Context: an optimization exercise on an open-source flow, tuned for small area, a short achievable clock period and few clock cycles per item. The choices shown serve that exercise and are no tape-out recipe. The RTL was checked by simulation tests, not by an equivalence proof against the original design.

[flow/design.v]
`timescale 1ns/1ns
`default_nettype none
package conv_pkg;
    typedef logic [19:0] addr_t;
    typedef logic [7:0]  pix_t;
    typedef logic [9:0]  dim_t;
    typedef logic [3:0]  tap_t;
    typedef logic [19:0] acc_t;
    localparam int TAPS = 9;
    typedef struct packed {
        addr_t weight_base;
        addr_t bias_base;
        addr_t data_base;
        addr_t result_base;
        dim_t  rownum;
        dim_t  columnnum;
        dim_t  filternum;
    } conv_cfg_t;
    typedef struct packed {
        logic  en;
        logic  we;
        addr_t addr;
        pix_t  wdata;
    } mem_req_t;
    typedef enum logic [1:0] {
        RD_NONE,
        RD_WEIGHT,
        RD_BIAS,
        RD_DATA
    } rd_kind_e;
    typedef struct packed {
        rd_kind_e kind;
        tap_t     tap;
        logic     pad;
        logic     last;
    } rd_tag_t;
    typedef enum logic [1:0] {
        PH_WEIGHT,
        PH_BIAS,
        PH_DATA,
        PH_STORE
    } phase_e;
    typedef enum logic [2:0] {
        S_IDLE,
        S_LOAD_WEIGHTS,
        S_LOAD_BIAS,
        S_LOAD_WINDOW,
        S_DRAIN,
        S_COMPUTE,
        S_STORE,
        S_NEXT
    } ctrl_state_e;
endpackage
`default_nettype wire
`timescale 1ns/1ns
`default_nettype none
module conv_ctrl
(
    input  logic   clk,
    input  logic   rst,
    input  logic   start,
    input  logic   tap_last,
    input  logic   col_last,
    input  logic   pix_last,
    input  logic   filter_last,
    input  logic   load_done,
    output conv_pkg::phase_e phase,
    output logic   issue,
    output logic   mark_last,
    output logic   adv_tap,
    output logic   adv_pixel,
    output logic   adv_filter,
    output logic   clr_tap,
    output logic   compute,
    output logic   conv_finish
);
    conv_pkg::ctrl_state_e state;
    conv_pkg::ctrl_state_e state_next;
    logic        win_load;
    logic        img_end;
    assign img_end = col_last && pix_last;
    always_comb
    begin
        state_next = state;
        phase      = conv_pkg::PH_WEIGHT;
        issue      = 1'b0;
        mark_last  = 1'b0;
        adv_tap    = 1'b0;
        adv_pixel  = 1'b0;
        adv_filter = 1'b0;
        clr_tap    = 1'b0;
        compute    = 1'b0;
        case (state)
            conv_pkg::S_IDLE:
            begin
                if (start)
                begin
                    clr_tap    = 1'b1;
                    state_next = conv_pkg::S_LOAD_WEIGHTS;
                end
            end
            conv_pkg::S_LOAD_WEIGHTS:
            begin
                issue   = 1'b1;
                phase   = conv_pkg::PH_WEIGHT;
                adv_tap = 1'b1;
                if (tap_last)
                    state_next = conv_pkg::S_LOAD_BIAS;
            end
            conv_pkg::S_LOAD_BIAS:
            begin
                issue      = 1'b1;
                phase      = conv_pkg::PH_BIAS;
                mark_last  = 1'b1;
                state_next = conv_pkg::S_DRAIN;
            end
            conv_pkg::S_LOAD_WINDOW:
            begin
                issue     = 1'b1;
                phase     = conv_pkg::PH_DATA;
                adv_tap   = 1'b1;
                mark_last = tap_last;
                if (tap_last)
                    state_next = conv_pkg::S_DRAIN;
            end
            conv_pkg::S_DRAIN:
            begin
                if (load_done)
                    state_next = win_load ? conv_pkg::S_COMPUTE : conv_pkg::S_LOAD_WINDOW;
            end
            conv_pkg::S_COMPUTE:
            begin
                compute    = 1'b1;
                state_next = conv_pkg::S_STORE;
            end
            conv_pkg::S_STORE:
            begin
                issue      = 1'b1;
                phase      = conv_pkg::PH_STORE;
                state_next = conv_pkg::S_NEXT;
            end
            conv_pkg::S_NEXT:
            begin
                adv_pixel = 1'b1;
                if (img_end)
                begin
                    adv_filter = 1'b1;
                    state_next = filter_last ? conv_pkg::S_IDLE : conv_pkg::S_LOAD_WEIGHTS;
                end
                else
                begin
                    state_next = conv_pkg::S_LOAD_WINDOW;
                end
            end
            default:
            begin
                state_next = conv_pkg::S_IDLE;
            end
        endcase
    end
    always_ff @(posedge clk)
    begin
        if (rst)
        begin
            state       <= conv_pkg::S_IDLE;
            win_load    <= 1'b0;
            conv_finish <= 1'b0;
        end
        else
        begin
            state       <= state_next;
            conv_finish <= (state == conv_pkg::S_NEXT) && img_end && filter_last;
            if (state == conv_pkg::S_LOAD_BIAS)
                win_load <= 1'b0;
            else if (state == conv_pkg::S_LOAD_WINDOW)
                win_load <= 1'b1;
        end
    end
endmodule
`default_nettype wire
`timescale 1ns/1ns
`default_nettype none
module conv_pos_counter
(
    input  logic clk,
    input  logic rst,
    input  logic adv_tap,
    input  logic clr_tap,
    input  logic adv_pixel,
    input  logic adv_filter,
    input  conv_pkg::dim_t cfg_rows,
    input  conv_pkg::dim_t cfg_cols,
    input  conv_pkg::dim_t cfg_filters,
    output conv_pkg::tap_t tap,
    output conv_pkg::dim_t row,
    output conv_pkg::dim_t column,
    output conv_pkg::dim_t filter,
    output logic tap_last,
    output logic col_last,
    output logic pix_last,
    output logic filter_last
);
    assign tap_last    = (tap == conv_pkg::tap_t'(conv_pkg::TAPS - 1));
    assign col_last    = (column == cfg_cols - conv_pkg::dim_t'(1));
    assign pix_last    = (row == cfg_rows - conv_pkg::dim_t'(1));
    assign filter_last = (filter == cfg_filters - conv_pkg::dim_t'(1));
    always_ff @(posedge clk)
    begin
        if (rst)
        begin
            tap    <= '0;
            column <= '0;
            row    <= '0;
            filter <= '0;
        end
        else
        begin
            if (clr_tap)
                tap <= '0;
            else if (adv_tap)
                tap <= tap_last ? conv_pkg::tap_t'(0) : tap + conv_pkg::tap_t'(1);
            if (adv_pixel)
            begin
                column <= col_last ? conv_pkg::dim_t'(0) : column + conv_pkg::dim_t'(1);
                if (col_last)
                    row <= pix_last ? conv_pkg::dim_t'(0) : row + conv_pkg::dim_t'(1);
            end
            if (adv_filter)
                filter <= filter_last ? conv_pkg::dim_t'(0) : filter + conv_pkg::dim_t'(1);
        end
    end
endmodule
`default_nettype wire
`timescale 1ns/1ns
`default_nettype none
module conv_addr_gen
(
    input  logic      clk,
    input  logic      rst,
    input  conv_pkg::conv_cfg_t cfg,
    input  conv_pkg::phase_e    phase,
    input  logic      issue,
    input  logic      mark_last,
    input  conv_pkg::tap_t      tap,
    input  conv_pkg::dim_t      row,
    input  conv_pkg::dim_t      column,
    input  conv_pkg::dim_t      filter,
    input  conv_pkg::pix_t      result,
    output conv_pkg::mem_req_t  mem_req,
    output conv_pkg::rd_tag_t   tag
);
    logic [11:0]        tap_row;
    logic [11:0]        tap_col;
    logic signed [11:0] win_row;
    logic signed [11:0] win_col;
    logic               pad;
    conv_pkg::addr_t              addr_d;
    conv_pkg::rd_kind_e           kind_d;
    logic     en_q;
    logic     we_q;
    conv_pkg::addr_t    addr_q;
    conv_pkg::pix_t     wdata_q;
    conv_pkg::rd_kind_e kind_q;
    conv_pkg::tap_t     tap_q;
    logic     pad_q;
    logic     last_q;
    assign tap_row = 12'(tap / 4'd3);
    assign tap_col = 12'(tap % 4'd3);
    assign win_row = $signed(12'(row) + tap_row - 12'd1);
    assign win_col = $signed(12'(column) + tap_col - 12'd1);
    assign pad = (win_row < 0) || (win_row >= $signed(12'(cfg.rownum)))
              || (win_col < 0) || (win_col >= $signed(12'(cfg.columnnum)));
    always_comb
    begin
        case (phase)
            conv_pkg::PH_WEIGHT:
            begin
                addr_d = cfg.weight_base + conv_pkg::addr_t'(filter) * conv_pkg::addr_t'(conv_pkg::TAPS) + conv_pkg::addr_t'(tap);
                kind_d = conv_pkg::RD_WEIGHT;
            end
            conv_pkg::PH_BIAS:
            begin
                addr_d = cfg.bias_base + conv_pkg::addr_t'(filter);
                kind_d = conv_pkg::RD_BIAS;
            end
            conv_pkg::PH_DATA:
            begin
                addr_d = cfg.data_base
                       + conv_pkg::addr_t'(win_row[9:0]) * conv_pkg::addr_t'(cfg.columnnum)
                       + conv_pkg::addr_t'(win_col[9:0]);
                kind_d = conv_pkg::RD_DATA;
            end
            default:
            begin
                addr_d = cfg.result_base
                       + conv_pkg::addr_t'(filter) * conv_pkg::addr_t'(cfg.rownum) * conv_pkg::addr_t'(cfg.columnnum)
                       + conv_pkg::addr_t'(row) * conv_pkg::addr_t'(cfg.columnnum)
                       + conv_pkg::addr_t'(column);
                kind_d = conv_pkg::RD_NONE;
            end
        endcase
    end
    always_ff @(posedge clk)
    begin
        if (rst)
        begin
            en_q   <= 1'b0;
            we_q   <= 1'b0;
            kind_q <= conv_pkg::RD_NONE;
        end
        else
        begin
            en_q   <= issue && !(phase == conv_pkg::PH_DATA && pad);
            we_q   <= issue && (phase == conv_pkg::PH_STORE);
            kind_q <= issue ? kind_d : conv_pkg::RD_NONE;
        end
    end
    always_ff @(posedge clk)
    begin
        addr_q  <= addr_d;
        wdata_q <= result;
        tap_q   <= tap;
        pad_q   <= (phase == conv_pkg::PH_DATA) && pad;
        last_q  <= mark_last;
    end
    assign mem_req = {en_q, we_q, addr_q, wdata_q};
    assign tag     = {kind_q, tap_q, pad_q, last_q};
endmodule
`default_nettype wire
`timescale 1ns/1ns
`default_nettype none
module conv_window
#(
    parameter int RD_LATENCY = 2
)
(
    input  logic              clk,
    input  logic              rst,
    input  conv_pkg::rd_tag_t           tag,
    input  conv_pkg::pix_t              mem_rdata,
    output conv_pkg::pix_t [conv_pkg::TAPS-1:0]   taps,
    output conv_pkg::pix_t [conv_pkg::TAPS-1:0]   weights,
    output conv_pkg::pix_t              bias,
    output logic              load_done
);
    logic [RD_LATENCY-1:0][$bits(tag)-1:0] pipe;
    conv_pkg::rd_tag_t tag_out;
    conv_pkg::pix_t    din;
    always_ff @(posedge clk)
    begin
        if (rst)
        begin
            for (int i = 0; i < RD_LATENCY; i++)
                pipe[i] <= '0;
        end
        else
        begin
            pipe[0] <= tag;
            for (int i = 1; i < RD_LATENCY; i++)
                pipe[i] <= pipe[i-1];
        end
    end
    assign tag_out   = pipe[RD_LATENCY-1];
    assign load_done = (tag_out.kind != conv_pkg::RD_NONE) && tag_out.last;
    assign din = tag_out.pad ? conv_pkg::pix_t'(0) : mem_rdata;
    always_ff @(posedge clk)
    begin
        case (tag_out.kind)
            conv_pkg::RD_WEIGHT: weights[tag_out.tap] <= din;
            conv_pkg::RD_BIAS:   bias <= din;
            conv_pkg::RD_DATA:   taps[tag_out.tap] <= din;
            default:
            begin
            end
        endcase
    end
endmodule
`default_nettype wire
`timescale 1ns/1ns
`default_nettype none
module conv_mac
#(
    parameter int OUT_SHIFT = 4
)
(
    input  logic            clk,
    input  logic            rst,
    input  logic            compute,
    input  conv_pkg::pix_t [conv_pkg::TAPS-1:0] taps,
    input  conv_pkg::pix_t [conv_pkg::TAPS-1:0] weights,
    input  conv_pkg::pix_t            bias,
    output conv_pkg::pix_t            result
);
    conv_pkg::acc_t sum;
    conv_pkg::acc_t shifted;
    conv_pkg::pix_t sat;
    always_comb
    begin
        sum = conv_pkg::acc_t'($signed(bias));
        for (int i = 0; i < conv_pkg::TAPS; i++)
            sum = sum + conv_pkg::acc_t'($signed(taps[i]) * $signed(weights[i]));
        shifted = sum[$bits(sum)-1] ? conv_pkg::acc_t'(0) : (sum >> OUT_SHIFT);
        sat = (shifted > conv_pkg::acc_t'(127)) ? conv_pkg::pix_t'(127) : conv_pkg::pix_t'(shifted);
    end
    always_ff @(posedge clk)
    begin
        if (rst)
            result <= '0;
        else if (compute)
            result <= sat;
    end
endmodule
`default_nettype wire
`timescale 1ns/1ns
`default_nettype none
module conv_top
#(
    parameter int RD_LATENCY = 2,
    parameter int OUT_SHIFT  = 4
)
(
    input  logic        clk,
    input  logic        rst,
    input  logic        start,
    input  logic [19:0] cfg_weight_base,
    input  logic [19:0] cfg_bias_base,
    input  logic [19:0] cfg_data_base,
    input  logic [19:0] cfg_result_base,
    input  logic [9:0]  cfg_rownum,
    input  logic [9:0]  cfg_columnnum,
    input  logic [9:0]  cfg_filternum,
    input  logic [7:0]  mem_rdata,
    output logic        mem_en,
    output logic        mem_we,
    output logic [19:0] mem_addr,
    output logic [7:0]  mem_wdata,
    output logic        conv_finish
);
    conv_pkg::conv_cfg_t       cfg;
    conv_pkg::mem_req_t        mem_req;
    assign cfg = {cfg_weight_base, cfg_bias_base, cfg_data_base, cfg_result_base,
                  cfg_rownum, cfg_columnnum, cfg_filternum};
    assign mem_en    = mem_req.en;
    assign mem_we    = mem_req.we;
    assign mem_addr  = mem_req.addr;
    assign mem_wdata = mem_req.wdata;
    conv_pkg::conv_cfg_t       cfg_q;
    conv_pkg::phase_e          phase;
    logic            issue;
    logic            mark_last;
    logic            adv_tap;
    logic            adv_pixel;
    logic            adv_filter;
    logic            clr_tap;
    logic            compute;
    logic            tap_last;
    logic            col_last;
    logic            pix_last;
    logic            filter_last;
    logic            load_done;
    conv_pkg::tap_t            tap;
    conv_pkg::dim_t            row;
    conv_pkg::dim_t            column;
    conv_pkg::dim_t            filter;
    conv_pkg::rd_tag_t         tag;
    conv_pkg::pix_t [conv_pkg::TAPS-1:0] taps;
    conv_pkg::pix_t [conv_pkg::TAPS-1:0] weights;
    conv_pkg::pix_t            bias;
    conv_pkg::pix_t            result;
    always_ff @(posedge clk)
    begin
        if (clr_tap)
            cfg_q <= cfg;
    end
    conv_ctrl u_ctrl (
        .clk         (clk),
        .rst         (rst),
        .start       (start),
        .tap_last    (tap_last),
        .col_last    (col_last),
        .pix_last    (pix_last),
        .filter_last (filter_last),
        .load_done   (load_done),
        .phase       (phase),
        .issue       (issue),
        .mark_last   (mark_last),
        .adv_tap     (adv_tap),
        .adv_pixel   (adv_pixel),
        .adv_filter  (adv_filter),
        .clr_tap     (clr_tap),
        .compute     (compute),
        .conv_finish (conv_finish)
    );
    conv_pos_counter u_pos (
        .clk         (clk),
        .rst         (rst),
        .adv_tap     (adv_tap),
        .clr_tap     (clr_tap),
        .adv_pixel   (adv_pixel),
        .adv_filter  (adv_filter),
        .cfg_rows    (cfg_q.rownum),
        .cfg_cols    (cfg_q.columnnum),
        .cfg_filters (cfg_q.filternum),
        .tap         (tap),
        .row         (row),
        .column      (column),
        .filter      (filter),
        .tap_last    (tap_last),
        .col_last    (col_last),
        .pix_last    (pix_last),
        .filter_last (filter_last)
    );
    conv_addr_gen u_addr (
        .clk       (clk),
        .rst       (rst),
        .cfg       (cfg_q),
        .phase     (phase),
        .issue     (issue),
        .mark_last (mark_last),
        .tap       (tap),
        .row       (row),
        .column    (column),
        .filter    (filter),
        .result    (result),
        .mem_req   (mem_req),
        .tag       (tag)
    );
    conv_window #(
        .RD_LATENCY (RD_LATENCY)
    ) u_window (
        .clk       (clk),
        .rst       (rst),
        .tag       (tag),
        .mem_rdata (mem_rdata),
        .taps      (taps),
        .weights   (weights),
        .bias      (bias),
        .load_done (load_done)
    );
    conv_mac #(
        .OUT_SHIFT (OUT_SHIFT)
    ) u_mac (
        .clk     (clk),
        .rst     (rst),
        .compute (compute),
        .taps    (taps),
        .weights (weights),
        .bias    (bias),
        .result  (result)
    );
endmodule
`default_nettype wire
[flow/run.sh]
#!/bin/bash
# synth_recipe.tcl (not shown) runs the flow's synth.tcl, then flattens the netlist and writes it again
# the make line also repeats each setting of config.mk as NAME=value (left out here)
make -C /OpenROAD-flow-scripts/flow DESIGN_CONFIG=/design/flow/config.mk WORK_HOME=/design/flow/orfs CLKGATE_MAP_FILE= SYNTH_SCRIPT=/design/flow/synth_recipe.tcl finish
[flow/config.mk]
export PLATFORM = sky130hd
export DESIGN_NAME = conv_top
export DESIGN_NICKNAME = conv_top
export VERILOG_FILES = /design/flow/design.v
export SDC_FILE = /design/flow/constraint.sdc
export NUM_CORES = 4
export LEC_CHECK = 0
export CAP_MARGIN = 20
export CORE_MARGIN = 2
export CORE_UTILIZATION = 40
export SLEW_MARGIN = 20
[flow/constraint.sdc]
create_clock -name core_clock -period 11.5 [get_ports {clk}]
set_input_delay 2.3000 -clock core_clock [delete_from_list [all_inputs] [get_ports {clk}]]
set_output_delay 2.3000 -clock core_clock [all_outputs]
set_load 0.01 [all_outputs]
==> metrics.md <==
| Metric | Value |
|---|---|
| Setup tns final | 0 ns |
| Post-Route WL | 153,000 µm |
| DP Area | 62,700 µm² |
| Setup Crit Path Kind | reg -> reg |
| Final Wtd Congestion | around 0.88 |
| Critical path startpoint category | flip-flop |
| Die area | 150,000 µm² |
| CTS Root Cell | clkbuf_16 |
| Placed cell count | a little over 8,000 |
| Post-Layout Cell Count | a little over 8,000 |
| Final setup viols | 0 |
| Bufs on Longest Clock Path | 3 |
| Count of pins over their slew limit | 0 |
| Hold depth | 0 |
| DRT Pass-1 Iters | 5 |
| Clock latency (worst-skew pair) | between 0.6 and 0.7 ns |
| Max Fclk | a little over 90 MHz |
| DP HPWL | 125,000 µm |
| Clock Sinks | between 300 and 400 |
| Initial antenna violation count | 7 |
| Starting Density | 0.403 |
| Syn avg cell area | just under 10 µm² |
| Cts bufs inserted | 46 |
| Ys flop type | edfxtp_1 |
| First-pass GRT wire length | ~250,000 µm |
| Utilization after layout | 0.442 |
| Clock skew | approximately 0.038 ns |
| Avg Vias per Cell | about 5 |
| Wire per inst | between 15 and 20 µm |
| Least-Margin Pin Slew | approximately 1.2 ns |
| Nets | between 7,000 and 8,000 |
| Clock-pin slew on the worst setup and hold paths | about 0.060 ns |
| Port Buffers | roughly 150 |
| Post-Syn Area | 58,900 µm² |
| Die span in y | about 390 µm |
| Crit. path cell count | 39 |
| Ys async rst share | 0 |
| Post-layout minimum cycle time | between 10 and 15 ns |
| Crit path buffers/inverters | 6 |
| Chip width | around 390 µm |
| CTS tree | yes |
| Synthesized flop and latch total | 363 |
| Yosys warns | 6 |
| Post-synth EDFFs | 262 |
| Vias in the first global route | between 40,000 and 50,000 |
| Hold_buf cts | 0 |
| Final hold violation count | 0 |
| Critical Path Sink Type | flip-flop |
| Row cnt | between 100 and 150 |
| FF-to-FF path depth | 39 |
| DRT iter0 DRCs | 2,144 |
| Slew HR | 0.214 |
| CP Max Fanout | 13 |
| Residual DRC count | 0 |
| Cells after Synth | approximately 6,100 |
| Synthesized Nets | around 8,000 |
| Area growth from synthesis to layout | 9.66% |
| Largest net degree at the start of global routing | slightly above 60 |
| Via count | just over 40,000 |
| Critical path's top delay family | adder cells |
| CP max stage delay | 0.54 ns |
| Fraction of the cycle the final worst path needs | 0.956 |
| CP dominant cell by count | fa_1 |
| GR Util All Layers | 0.211 |
| Final non-filler cell area | around 65,000 µm² |
| Arrival time worst endpoint | around 11 ns |
| Status | timing/DRC/antenna clean |
| Worst path slowest cell | fa_1 |
| Hold crit path type | reg -> reg |
| Total core area | between 100,000 and 150,000 µm² |
| CP required | 11.97 ns |
| IO Count | ~150 |
| Unique cell type count in the Yosys netlist | 80 |
| H-Tree Depth | 2 |
| Remaining antenna violation count after routing | 0 |
| Sequential share of the synthesized area | 0.168 |
| Max cap viols | 0 |
| Gr ovfl total | 0 |
| Share of layout cells above drive strength 1 | 0.0465 |
==> per-layer routing <==
layer	wire length, µm	global-route usage
met5	0	0
met4	7110	0.0862
met2	75700	0.367
met1	63900	0.269
met3	6080	0.0224
==> cell usage after synthesis (62+ instances only) <==
| cell type | number | share of area |
|---|---|---|
| fa_1 | 1014 | 0.34 |
| nor2_1 | 207 | 0.013 |
| dfxtp_1 | 101 | 0.034 |
| nand2b_1 | 88 | 0.0094 |
| nand2_1 | 534 | 0.034 |
| clkbuf_1 | 150 | 0.0096 |
| ha_1 | 586 | 0.12 |
| and2_1 | 499 | 0.053 |
| a21o_1 | 62 | 0.0079 |
| xor2_1 | 83 | 0.012 |
| inv_1 | 1376 | 0.088 |
| xnor2_1 | 260 | 0.039 |
| a21oi_1 | 176 | 0.015 |
| edfxtp_1 | 262 | 0.13 |
| mux2_2 | 79 | 0.015 |
| o21ai_0 | 156 | 0.013 |
==> cell families after synthesis <==
kind of cell             synth area share
XOR/XNOR                           0.0522
AND/OR/NAND/NOR                     0.131
multiplexers                       0.0172
buffers and inverters              0.0983
AO/OA/AOI/OAI                      0.0635
flip-flops                          0.168
adder cells (fa/ha/maj)             0.469
==> worst paths after layout <==
path,startpoint,to,slack [ns]
setup / recovery,u_pos.filter[6],u_addr.addr_q[19],0.51
hold reg to reg,u_mac.result[7],u_addr.wdata_q[7],0.35
hold / removal,u_mac.result[7],u_addr.wdata_q[7],0.35
setup reg to reg,u_pos.filter[6],u_addr.addr_q[19],0.51
==> final cells by class <==
| class | count | area, µm² |
|---|---|---|
| diodes | 1 | 2.50 |
| multi-input cells | 4166 | 43300 |
| clock inverters | 24 | 288 |
| fillers | 14061 | 81400 |
| repair buffers | 236 | 2140 |
| flip-flops and latches | 363 | 9890 |
| well taps | 1917 | 2400 |
| clock buffers | 61 | 1340 |
| inverters | 1380 | 5180 |
==> metrics by stage <==
stage	setup WS, ns	hold WS [ns]
2_1_floorplan	0.579	0.323
3_3_place_gp	0.272	0.333
3_5_place_dp	0.149	0.332
4_1_cts	0.109	0.353
5_1_grt	-0.0124	0.370
6_report	0.509	0.353
==> what timing repair did <==
action                                  in CTS  in global routing
endpoints found under the setup margin       0                  3
buffers inserted                             0                 13
resized for setup                            0                 18
==> placed cells by master, fill, tap and decap left out, drive strengths merged, types with 7 or more instances in the layout <==
master,n
a211oi,11
a21o,63
a21oi,180
a221oi,7
a222oi,7
a22o,9
a31oi,10
and2,500
and3,22
buf,84
clkbuf,63
clkdlybuf4s50,150
clkinv,11
dfxtp,101
edfxtp,262
fa,1014
ha,586
inv,1387
mux2,79
mux2i,12
nand2,534
nand2b,88
nand3,36
nand4,19
nor2,208
nor2b,52
nor3,32
nor4,7
o21a,19
o21ai,158
o21bai,59
or2,10
or3,15
xnor2,260
xor2,83
==> state kept, by name, indices dropped and copies added (netlist names), 8 cells and up <==
register,cells
cfg_q,110
u_window.taps,72
u_window.weights,72
u_addr.addr_q,20
u_window.pipe,16
u_pos.column,10
u_pos.filter,10
u_pos.row,10
u_addr.wdata_q,8
u_mac.result,8
u_window.bias,8
Testbench counts, summed over its fixed seeds: cycles 164,072, results 10,859.

re-timing with driven ports:
The flow's constraints put no driver on any port. The routed layout listed below was extracted and timed again, unchanged, in two steps.
Step 1 sets driving cells, clkbuf_16 on the clock port and buf_2 on the other inputs (assumed; they add their load-dependent delay and slew).
Step 2 times the ports against the registers' clock, not the clock port: input delays grow and output delays shrink by t, the midpoint of the rising clock arrivals with the driver on.
Slacks: ideal / step 1 / step 2; pairs: ideal / step 1.
t (ns): 0.708
setup slack, ns: 0.509 / 0.509 / 0.509
worst setup path at the end: register to register
worst data-port slew with drivers (ns): 0.09
After both steps setup and hold are still met in this run. The setup slack of this run moves by 0.000 ns with the drivers and by 0.000 ns with both steps.
